Context: an optimization exercise on an open-source flow, tuned for small area, a short achievable clock period and few clock cycles per item. The choices shown serve that exercise and are no tape-out recipe.
Function was checked by simulation only, so behaviour that the tests miss may differ from the original.
Power is estimated from default activity; no workload was simulated.

### design/flow/run.sh
#!/bin/bash
# synth_recipe.tcl (not shown) runs the flow's synth.tcl, then flattens the netlist and writes it again
# the make line also repeats each setting of config.mk as NAME=value (left out here)
make -C /OpenROAD-flow-scripts/flow DESIGN_CONFIG=/design/flow/config.mk WORK_HOME=/design/flow/orfs CLKGATE_MAP_FILE= SYNTH_SCRIPT=/design/flow/synth_recipe.tcl finish
### design/flow/config.mk
export PLATFORM = sky130hd
export DESIGN_NAME = compression_ratio_reset_monitor_unit
export DESIGN_NICKNAME = compression_ratio_reset_monitor_unit
export VERILOG_FILES = /design/flow/design.v
export SDC_FILE = /design/flow/constraint.sdc
export NUM_CORES = 4
export LEC_CHECK = 0
export CAP_MARGIN = 20
export CORE_MARGIN = 2
export CORE_UTILIZATION = 40
export SLEW_MARGIN = 20
### design/flow/constraint.sdc
create_clock -name core_clock -period 9.0 [get_ports {aclk}]
set_input_delay 1.8000 -clock core_clock [delete_from_list [all_inputs] [get_ports {aclk}]]
set_output_delay 1.8000 -clock core_clock [all_outputs]
set_load 0.01 [all_outputs]
### design/flow/design.v
`timescale 1ns / 1ps
`default_nettype none
package crrm_pkg;
    localparam int COUNT_BITS   = 32;
    localparam int FRAC_BITS    = 16;
    localparam int RATIO_BITS   = FRAC_BITS + 3;
    localparam int GAIN_BITS    = (FRAC_BITS < 16) ? FRAC_BITS : 16;
    localparam int PAGES_BITS   = 7;
    localparam int DIV_CNT_BITS = $clog2(RATIO_BITS + 1);
    localparam int PROD_BITS    = RATIO_BITS + GAIN_BITS;
    localparam int ADDR_BITS    = 5;
    localparam int DATA_BITS    = 32;
    localparam int INDEX_BITS   = 3;
    localparam logic [PAGES_BITS-1:0] PAGES_MAX = {PAGES_BITS{1'b1}};
    localparam int SLOW_GAIN_INIT   = ((1 << FRAC_BITS) + 1000) / 2000;
    localparam int FAST_GAIN_INIT   = ((1 << FRAC_BITS) + 10) / 20;
    localparam int RATIO_LIMIT_INIT = (4 * (1 << FRAC_BITS) + 2) / 5;
    localparam int WARMUP_INIT      = 64;
    localparam logic [INDEX_BITS-1:0] REG_RESET_ENABLE = 3'd0;
    localparam logic [INDEX_BITS-1:0] REG_SLOW_GAIN    = 3'd1;
    localparam logic [INDEX_BITS-1:0] REG_FAST_GAIN    = 3'd2;
    localparam logic [INDEX_BITS-1:0] REG_RATIO_LIMIT  = 3'd3;
    localparam logic [INDEX_BITS-1:0] REG_WARMUP_PAGES = 3'd4;
    typedef struct packed {
        logic [COUNT_BITS-1:0] bytes_in_total;
        logic [COUNT_BITS-1:0] bytes_out_total;
    } in_t;
    typedef struct packed {
        logic [RATIO_BITS-1:0] page_ratio;
        logic [RATIO_BITS-1:0] slow_average;
        logic [RATIO_BITS-1:0] fast_average;
        logic                  clear_request;
    } out_t;
    typedef struct packed {
        logic                  reset_enable;
        logic [GAIN_BITS-1:0]  slow_gain;
        logic [GAIN_BITS-1:0]  fast_gain;
        logic [RATIO_BITS-1:0] ratio_limit;
        logic [PAGES_BITS-1:0] warmup_pages;
    } cfg_t;
    typedef struct packed {
        logic busy;
        logic done;
    } div_stat_t;
endpackage
`default_nettype wire
`timescale 1ns / 1ps
`default_nettype none
module crrm_front (
    input  wire logic          aclk,
    input  wire logic          aresetn,
    input  wire logic          s_valid,
    output logic               s_ready,
    input  wire crrm_pkg::in_t s_data,
    output logic               q_valid,
    output crrm_pkg::in_t      q_data,
    input  wire logic          q_pop
);
    logic [2*crrm_pkg::COUNT_BITS-1:0] mem_reg [0:1];
    logic       wr_ptr_reg;
    logic       rd_ptr_reg;
    logic [1:0] count_reg;
    logic       push;
    assign s_ready = (count_reg != 2'd2);
    assign push    = s_valid && s_ready;
    assign q_valid = (count_reg != 2'd0);
    assign q_data  = mem_reg[rd_ptr_reg];
    always_ff @(posedge aclk) begin
        if (push) begin
            mem_reg[wr_ptr_reg] <= s_data;
        end
    end
    always_ff @(posedge aclk) begin
        if (!aresetn) begin
            wr_ptr_reg <= 1'b0;
            rd_ptr_reg <= 1'b0;
            count_reg  <= 2'd0;
        end else begin
            if (push) begin
                wr_ptr_reg <= ~wr_ptr_reg;
            end
            if (q_pop) begin
                rd_ptr_reg <= ~rd_ptr_reg;
            end
            if (push && !q_pop) begin
                count_reg <= count_reg + 2'd1;
            end else if (!push && q_pop) begin
                count_reg <= count_reg - 2'd1;
            end
        end
    end
endmodule
`default_nettype wire
`timescale 1ns / 1ps
`default_nettype none
module crrm_div (
    input  wire logic                                 aclk,
    input  wire logic                                 aresetn,
    input  wire logic                                 start,
    input  wire logic [crrm_pkg::COUNT_BITS-1:0]      num,
    input  wire logic [crrm_pkg::COUNT_BITS-1:0]      den,
    output crrm_pkg::div_stat_t                       stat,
    output logic [crrm_pkg::RATIO_BITS-1:0]           quo
);
    logic                    busy_reg;
    logic                    done_reg;
    logic [crrm_pkg::DIV_CNT_BITS-1:0] cnt_reg;
    logic [crrm_pkg::COUNT_BITS+2:0]   rem_reg;
    logic [crrm_pkg::COUNT_BITS+2:0]   dvs_reg;
    logic [crrm_pkg::RATIO_BITS-1:0]   quo_reg;
    logic                    sat_reg;
    logic [crrm_pkg::COUNT_BITS+3:0]   shifted;
    logic [crrm_pkg::COUNT_BITS+3:0]   diff;
    logic                    ge;
    assign shifted = {rem_reg, 1'b0};
    assign diff    = shifted - {1'b0, dvs_reg};
    assign ge      = (shifted >= {1'b0, dvs_reg});
    assign stat.busy = busy_reg;
    assign stat.done = done_reg;
    assign quo       = sat_reg ? {crrm_pkg::RATIO_BITS{1'b1}} : quo_reg;
    always_ff @(posedge aclk) begin
        if (start) begin
            rem_reg <= {3'b000, num};
            dvs_reg <= {den, 3'b000};
            sat_reg <= ({3'b000, num} >= {den, 3'b000});
        end else if (busy_reg) begin
            rem_reg <= ge ? diff[crrm_pkg::COUNT_BITS+2:0] : shifted[crrm_pkg::COUNT_BITS+2:0];
            quo_reg <= {quo_reg[crrm_pkg::RATIO_BITS-2:0], ge};
        end
    end
    always_ff @(posedge aclk) begin
        if (!aresetn) begin
            busy_reg <= 1'b0;
            done_reg <= 1'b0;
            cnt_reg  <= '0;
        end else begin
            done_reg <= 1'b0;
            if (start) begin
                busy_reg <= 1'b1;
                cnt_reg  <= crrm_pkg::DIV_CNT_BITS'(crrm_pkg::RATIO_BITS);
            end else if (busy_reg) begin
                cnt_reg <= cnt_reg - 1'b1;
                if (cnt_reg == crrm_pkg::DIV_CNT_BITS'(1)) begin
                    busy_reg <= 1'b0;
                    done_reg <= 1'b1;
                end
            end
        end
    end
endmodule
`default_nettype wire
`timescale 1ns / 1ps
`default_nettype none
module crrm_back (
    input  wire logic                            aclk,
    input  wire logic                            aresetn,
    input  wire crrm_pkg::cfg_t                  cfg,
    input  wire logic                            q_valid,
    input  wire crrm_pkg::in_t                   q_data,
    output logic                                 q_pop,
    output logic                                 div_start,
    output logic [crrm_pkg::COUNT_BITS-1:0]      div_num,
    output logic [crrm_pkg::COUNT_BITS-1:0]      div_den,
    input  wire crrm_pkg::div_stat_t             div_stat,
    input  wire logic [crrm_pkg::RATIO_BITS-1:0] div_quo,
    output logic                                 m_valid,
    input  wire logic                            m_ready,
    output crrm_pkg::out_t                       m_data
);
    typedef enum logic [3:0] {
        ST_IDLE = 4'b0001,
        ST_DIV  = 4'b0010,
        ST_MUL  = 4'b0100,
        ST_UPD  = 4'b1000
    } state_t;
    state_t                state_reg;
    state_t                state_next;
    logic [crrm_pkg::COUNT_BITS-1:0] prev_in_reg;
    logic [crrm_pkg::COUNT_BITS-1:0] prev_out_reg;
    logic [crrm_pkg::RATIO_BITS-1:0] slow_avg_reg;
    logic [crrm_pkg::RATIO_BITS-1:0] fast_avg_reg;
    logic [crrm_pkg::PAGES_BITS-1:0] pages_reg;
    logic [crrm_pkg::RATIO_BITS-1:0] ratio_reg;
    logic [crrm_pkg::RATIO_BITS-1:0] slow_diff_reg;
    logic [crrm_pkg::RATIO_BITS-1:0] fast_diff_reg;
    logic                  slow_up_reg;
    logic                  fast_up_reg;
    logic [crrm_pkg::PROD_BITS-1:0]  slow_prod_reg;
    logic [crrm_pkg::PROD_BITS-1:0]  fast_prod_reg;
    logic                  m_valid_reg;
    crrm_pkg::out_t                  m_data_reg;
    logic                  slot_free;
    logic                  commit;
    logic                  warm;
    logic [crrm_pkg::RATIO_BITS-1:0] slow_delta;
    logic [crrm_pkg::RATIO_BITS-1:0] fast_delta;
    logic [crrm_pkg::RATIO_BITS-1:0] slow_new;
    logic [crrm_pkg::RATIO_BITS-1:0] fast_new;
    logic [crrm_pkg::RATIO_BITS+1:0] slow_x3;
    logic [crrm_pkg::RATIO_BITS+1:0] fast_x2;
    logic                  clear;
    assign q_pop     = (state_reg == ST_IDLE) && q_valid;
    assign div_start = q_pop;
    assign div_den   = q_data.bytes_in_total - prev_in_reg;
    assign div_num   = q_data.bytes_out_total - prev_out_reg;
    assign slot_free = !m_valid_reg || m_ready;
    assign commit    = (state_reg == ST_UPD) && slot_free;
    assign warm       = (pages_reg >= cfg.warmup_pages);
    assign slow_delta = slow_prod_reg[crrm_pkg::FRAC_BITS +: crrm_pkg::RATIO_BITS];
    assign fast_delta = fast_prod_reg[crrm_pkg::FRAC_BITS +: crrm_pkg::RATIO_BITS];
    assign slow_new   = !warm ? ratio_reg
                      : (slow_up_reg ? slow_avg_reg + slow_delta : slow_avg_reg - slow_delta);
    assign fast_new   = !warm ? ratio_reg
                      : (fast_up_reg ? fast_avg_reg + fast_delta : fast_avg_reg - fast_delta);
    assign slow_x3    = {2'b00, slow_new} + {1'b0, slow_new, 1'b0};
    assign fast_x2    = {1'b0, fast_new, 1'b0};
    assign clear      = cfg.reset_enable && warm
                        && ((slow_x3 < fast_x2) || (ratio_reg > cfg.ratio_limit));
    assign m_valid = m_valid_reg;
    assign m_data  = m_data_reg;
    always_comb begin
        state_next = state_reg;
        unique case (state_reg)
            ST_IDLE: begin
                if (q_valid) begin
                    state_next = ST_DIV;
                end
            end
            ST_DIV: begin
                if (div_stat.done) begin
                    state_next = ST_MUL;
                end
            end
            ST_MUL: begin
                state_next = ST_UPD;
            end
            ST_UPD: begin
                if (slot_free) begin
                    state_next = ST_IDLE;
                end
            end
            default: begin
                state_next = ST_IDLE;
            end
        endcase
    end
    always_ff @(posedge aclk) begin
        if (state_reg == ST_DIV && div_stat.done) begin
            ratio_reg     <= div_quo;
            slow_up_reg   <= (div_quo >= slow_avg_reg);
            fast_up_reg   <= (div_quo >= fast_avg_reg);
            slow_diff_reg <= (div_quo >= slow_avg_reg) ? div_quo - slow_avg_reg
                                                        : slow_avg_reg - div_quo;
            fast_diff_reg <= (div_quo >= fast_avg_reg) ? div_quo - fast_avg_reg
                                                        : fast_avg_reg - div_quo;
        end
        if (state_reg == ST_MUL) begin
            slow_prod_reg <= crrm_pkg::PROD_BITS'(slow_diff_reg) * crrm_pkg::PROD_BITS'(cfg.slow_gain);
            fast_prod_reg <= crrm_pkg::PROD_BITS'(fast_diff_reg) * crrm_pkg::PROD_BITS'(cfg.fast_gain);
        end
        if (commit) begin
            m_data_reg.page_ratio    <= ratio_reg;
            m_data_reg.slow_average  <= slow_new;
            m_data_reg.fast_average  <= fast_new;
            m_data_reg.clear_request <= clear;
        end
    end
    always_ff @(posedge aclk) begin
        if (!aresetn) begin
            state_reg    <= ST_IDLE;
            prev_in_reg  <= '0;
            prev_out_reg <= '0;
            slow_avg_reg <= '0;
            fast_avg_reg <= '0;
            pages_reg    <= '0;
            m_valid_reg  <= 1'b0;
        end else begin
            state_reg <= state_next;
            if (q_pop) begin
                prev_in_reg  <= q_data.bytes_in_total;
                prev_out_reg <= q_data.bytes_out_total;
            end
            if (commit) begin
                m_valid_reg <= 1'b1;
                if (clear) begin
                    prev_in_reg  <= '0;
                    prev_out_reg <= '0;
                    slow_avg_reg <= '0;
                    fast_avg_reg <= '0;
                    pages_reg    <= '0;
                end else begin
                    slow_avg_reg <= slow_new;
                    fast_avg_reg <= fast_new;
                    if (pages_reg != crrm_pkg::PAGES_MAX) begin
                        pages_reg <= pages_reg + 1'b1;
                    end
                end
            end else if (m_ready) begin
                m_valid_reg <= 1'b0;
            end
        end
    end
endmodule
`default_nettype wire
`timescale 1ns / 1ps
`default_nettype none
module compression_ratio_reset_monitor_unit (
    input  wire logic                               aclk,
    input  wire logic                               aresetn,
    input  wire logic                               s_valid,
    output logic                                    s_ready,
    input  wire logic [63:0]                        s_data,
    output logic                                    m_valid,
    input  wire logic                               m_ready,
    output logic [57:0]                             m_data,
    input  wire logic                               psel,
    input  wire logic                               penable,
    input  wire logic                               pwrite,
    input  wire logic [crrm_pkg::ADDR_BITS-1:0]     paddr,
    input  wire logic [crrm_pkg::DATA_BITS-1:0]     pwdata,
    output logic [crrm_pkg::DATA_BITS-1:0]          prdata,
    output logic                                    pready
);
    crrm_pkg::cfg_t                  cfg_reg;
    logic [crrm_pkg::INDEX_BITS-1:0] reg_index;
    logic                  cfg_write;
    logic                  q_valid;
    crrm_pkg::in_t                   q_data;
    logic                  q_pop;
    logic                  div_start;
    logic [crrm_pkg::COUNT_BITS-1:0] div_num;
    logic [crrm_pkg::COUNT_BITS-1:0] div_den;
    crrm_pkg::div_stat_t             div_stat;
    logic [crrm_pkg::RATIO_BITS-1:0] div_quo;
    crrm_pkg::in_t                   s_data_in;
    crrm_pkg::out_t                  m_data_out;
    assign s_data_in = crrm_pkg::in_t'(s_data);
    assign m_data    = m_data_out;
    assign pready    = 1'b1;
    assign reg_index = paddr[crrm_pkg::ADDR_BITS-1:2];
    assign cfg_write = psel && penable && pwrite && pready;
    always_ff @(posedge aclk) begin
        if (!aresetn) begin
            cfg_reg.reset_enable <= 1'b0;
            cfg_reg.slow_gain    <= crrm_pkg::GAIN_BITS'(crrm_pkg::SLOW_GAIN_INIT);
            cfg_reg.fast_gain    <= crrm_pkg::GAIN_BITS'(crrm_pkg::FAST_GAIN_INIT);
            cfg_reg.ratio_limit  <= crrm_pkg::RATIO_BITS'(crrm_pkg::RATIO_LIMIT_INIT);
            cfg_reg.warmup_pages <= crrm_pkg::PAGES_BITS'(crrm_pkg::WARMUP_INIT);
        end else if (cfg_write) begin
            unique case (reg_index)
                crrm_pkg::REG_RESET_ENABLE: cfg_reg.reset_enable <= pwdata[0];
                crrm_pkg::REG_SLOW_GAIN:    cfg_reg.slow_gain    <= pwdata[crrm_pkg::GAIN_BITS-1:0];
                crrm_pkg::REG_FAST_GAIN:    cfg_reg.fast_gain    <= pwdata[crrm_pkg::GAIN_BITS-1:0];
                crrm_pkg::REG_RATIO_LIMIT:  cfg_reg.ratio_limit  <= pwdata[crrm_pkg::RATIO_BITS-1:0];
                crrm_pkg::REG_WARMUP_PAGES: cfg_reg.warmup_pages <= pwdata[crrm_pkg::PAGES_BITS-1:0];
                default: begin
                end
            endcase
        end
    end
    always_comb begin
        prdata = '0;
        unique case (reg_index)
            crrm_pkg::REG_RESET_ENABLE: prdata = crrm_pkg::DATA_BITS'(cfg_reg.reset_enable);
            crrm_pkg::REG_SLOW_GAIN:    prdata = crrm_pkg::DATA_BITS'(cfg_reg.slow_gain);
            crrm_pkg::REG_FAST_GAIN:    prdata = crrm_pkg::DATA_BITS'(cfg_reg.fast_gain);
            crrm_pkg::REG_RATIO_LIMIT:  prdata = crrm_pkg::DATA_BITS'(cfg_reg.ratio_limit);
            crrm_pkg::REG_WARMUP_PAGES: prdata = crrm_pkg::DATA_BITS'(cfg_reg.warmup_pages);
            default:          prdata = '0;
        endcase
    end
    crrm_front u_front (
        .aclk    (aclk),
        .aresetn (aresetn),
        .s_valid (s_valid),
        .s_ready (s_ready),
        .s_data  (s_data_in),
        .q_valid (q_valid),
        .q_data  (q_data),
        .q_pop   (q_pop)
    );
    crrm_div u_div (
        .aclk    (aclk),
        .aresetn (aresetn),
        .start   (div_start),
        .num     (div_num),
        .den     (div_den),
        .stat    (div_stat),
        .quo     (div_quo)
    );
    crrm_back u_back (
        .aclk      (aclk),
        .aresetn   (aresetn),
        .cfg       (cfg_reg),
        .q_valid   (q_valid),
        .q_data    (q_data),
        .q_pop     (q_pop),
        .div_start (div_start),
        .div_num   (div_num),
        .div_den   (div_den),
        .div_stat  (div_stat),
        .div_quo   (div_quo),
        .m_valid   (m_valid),
        .m_ready   (m_ready),
        .m_data    (m_data_out)
    );
endmodule
`default_nettype wire
==> summary.txt <==
## cells by family (layout without fill, tap and decap cells)
| family | Yosys count | count (layout) | synth area share, % |
|---|---|---|---|
| simple gates | 1452 | 1452 | 12.9 |
| buf+inv | 1055 | 1161 | 7.78 |
| fa+ha+maj | 993 | 993 | 30.5 |
| compound gates | 980 | 980 | 13.0 |
| flops | 555 | 555 | 28.1 |
| xor+xnor | 239 | 239 | 3.98 |
| mux | 187 | 187 | 3.77 |
| other cells | 2 | 14 | 0.0143 |
## final cells by class
class / instances / area share, %
tap: 1755 / 3.76
clock inverter: 31 / 0.719
sequential: 555 / 25.4
inverter: 806 / 5.20
clock buffer: 93 / 3.33
multi-input combinational: 3865 / 57.9
timing repair buffer: 231 / 3.74
## metal layers
metal  up-vias  share of wire, %  routed length, µm  global-route usage (%)
met5         -            0.0092                 13                       0
met4         2               2.7               3890                    6.23
met3       202               6.3               8890                    3.73
met2      1069                47              67200                    35.1
met1     19100                44              61700                    28.2
li1      18300                 -                  -                       -
## metrics by stage
stage                     utilization (%)  total power [mW]  cells  hold WS, ns
after CTS                            44.5              14.0   7336        0.440
final                                44.5              13.9   7336        0.447
after detailed placement             42.7              11.0   7212        0.424
after floorplan                         -              9.17   5475        0.417
after global routing                 44.5              15.0   7336        0.446
after global placement               42.7              10.9   7212        0.426
## worst max path at each step
stage                                        start                  endpoint  slack [ns]  depth (start not counted)
final                     u_back.slow_prod_reg[16]       u_back.pages_reg[5]        0.80                         33
after global routing      u_back.slow_prod_reg[16]       u_back.pages_reg[5]        0.13                         34
after CTS                 u_back.slow_prod_reg[16]       u_back.pages_reg[6]        0.91                         33
after detailed placement  u_back.slow_prod_reg[16]       u_back.pages_reg[6]        0.94                         33
after global placement    u_back.slow_prod_reg[16]       u_back.pages_reg[6]        1.05                         33
after floorplan                        cfg_reg[27]  u_back.fast_prod_reg[34]        2.40                         25
## cells in the final DEF, fill, tap and decap left out, types with 27 or more instances in the layout
| cell type | Yosys | final |
|---|---|---|
| a211oi_1 | 30 | 30 |
| a211oi_2 | 63 | 63 |
| a21boi_0 | 27 | 27 |
| a21o_1 | 126 | 126 |
| a21oi_1 | 263 | 263 |
| a31oi_1 | 43 | 43 |
| and2_1 | 199 | 198 |
| buf_4 | 15 | 58 |
| clkbuf_16 | 0 | 70 |
| clkdlybuf4s50_1 | 0 | 170 |
| dfxtp_1 | 188 | 186 |
| edfxtp_1 | 367 | 367 |
| fa_1 | 480 | 480 |
| ha_1 | 513 | 513 |
| inv_1 | 803 | 803 |
| mux2_2 | 88 | 88 |
| mux2i_1 | 99 | 99 |
| nand2_1 | 698 | 698 |
| nand2b_1 | 37 | 37 |
| nand3_1 | 52 | 52 |
| nand4_1 | 39 | 39 |
| nor2_1 | 213 | 208 |
| nor2b_1 | 56 | 56 |
| nor3_1 | 38 | 38 |
| o21a_1 | 53 | 53 |
| o21ai_0 | 160 | 158 |
| or2_2 | 30 | 30 |
| xnor2_1 | 139 | 139 |
| xor2_1 | 100 | 100 |
## power by group
| part | total [mW] | internal (mW) | switching (mW) |
|---|---|---|---|
| clock | 2.90 | 1.71 | 1.19 |
| sequential | 3.72 | 3.47 | 0.248 |
| combinational | 7.28 | 2.99 | 4.29 |
| total | 13.9 | 8.17 | 5.73 |
==> results.cfg <==
[detailed_routing]
via_per_inst = 5.28
vias = 38700
drtPass1Iterations = 6
ant_nets = 0
wl_per_cell_um = 19.3
route.detailed.drc = 0
drtIter0Drc = 2560
drt_wl_total_um = 142000

[clocking]
numCtsBuffers = 68
insertion_delay_ns = 0.68
post_cts_buffers = 0
cts_tree = built
cts.htree.levels = 3
clock_sinks = 555
cts.repair.resized = 0
path_clk_slew_ns = 0.06
clock_path_buffers = 3
cts_hold_buf = 0
cts_root_buf = clkbuf_16

[hold_path]
min_path_cells = 0
min_to = u_div.quo_reg[14]
hold_path.class = reg -> reg
hold_path.startpoint = u_div.quo_reg[13]

[placed_design]
io_buffers = 171
place_ws_ns = 0.943
dpl_cell_area_um2 = 56000
place_congestion = 0.901
dp_hpwl_um = 108000

[global_route]
grt_antenna_before_repair = 6
overflow = 0
grt_pass1_wl_um = 225000
grt_usage_pct = 21.2
grt_max_degree = 68
first_global_vias = 39600

[sta]
worst_pin_slew_ns = 1.15
hold_viol = 0
fin_ws_ns = 0.802
finalSetupViolCount = 0
relSlewSlack_pct = 22.1
skew_ns = 0.0397
setup_tns_ns = 0
slew_violations = 0
rsz0062_at_grt = false
max_clock_freq_mhz = 122
min_period_over_period_pct = 91.1
fin_crit_ns = 8.20

[final_layout]
finalInstanceArea_um2 = 58300
area_growth_syn_to_layout_pct = 11.0
multi_input_area_um2 = 33800
final_layout_size_suffix_gt1_share_pct = 7.02
nets = 6628
diodes = 0
sequential_cell_area_um2 = 14800
largest_reg_flops = 128
num-fill-cells = 12600

[synthesis]
avgSynthCellArea_um2 = 9.62
yosys_register_bits = 555
async_reset_ff_share_pct = 0
ys.flop_type = edfxtp_1
synth_top_area_share_pct = 21.0
syn-instance-count = 5463
synth_area_leaders = edfxtp_1 (21%), fa_1 (18%), ha_1 (12%)
synth_edf_count = 367
syn_area_um2 = 52600
yosysMostFrequentCell = inv_1
synth_area_leader_cell = edfxtp_1
netlist_top_cells_count = inv_1 (803), nand2_1 (698), ha_1 (513), fa_1 (480), edfxtp_1 (367)
synth.distinct_cells = 95
seq_area_frac_synth_pct = 28.1
ys_warn_count = 4

[floorplan]
die_h_um = 367
initial_core_util_pct = 40.1
dieArea_um2 = 134000
die_width_um = 367
fp-row-count = 133
num_io_pins = 201
core_um2 = 131000

[worst_setup_path]
r2r_slack_ns = 0.80
arrival_ns = 8.70
r2r_start = u_back.slow_prod_reg[16]
cpLargestDelayFamily = compound AO/OA/AOI/OAI gates
crit_required_ns = 9.50
timing.rr.end = u_back.pages_reg[5]
cp-end-kind = flop
reg2reg_depth = 33
path_buf_inv = 2
crit_type = reg -> reg
path_max_fanout = 14
start_kind = flop
crit_slowest_cell = o21ai_4
critPathMostFrequentCell = a21oi_1
max_stage_delay_ns = 0.68

[power]
power_per_cell_area_nw_per_um2 = 238
vdd_drop_max_v = 0.000205
p_leak_nw = 24.8

[flow_run]
cap_viol_max_count = 0

[status]
status = timing/DRC/antenna clean
Testbench counts, summed over its fixed seeds: cycles 44,176, items 1,920.

separate check: timing with driven ports:
No port has a modelled driver above. Below, the same layout with a new extraction and two added sets of constraints.
Step 1 (the two cells are an assumption about what drives the block):
set clk [get_ports {aclk}]
set_driving_cell -lib_cell sky130_fd_sc_hd__clkbuf_16 $clk
set_driving_cell -lib_cell sky130_fd_sc_hd__buf_2 [delete_from_list [all_inputs] $clk]
Step 2, shift: input delay + t, output delay - t, t = (earliest + latest rising clock arrival at the registers) / 2. This alone moves slack from input paths to output paths.
a / b / c = ideal ports / drivers / drivers and shift; a / b = the first two.
t, ns: 0.732
slack for setup (ns): 0.802 / 0.802 / 0.802
latest minus earliest clock arrival (ns): 0.045 / 0.045
After both steps setup and hold are still met in this run. For this run, drivers alone change the setup slack by 0.000 ns; drivers and shift together by 0.000 ns.
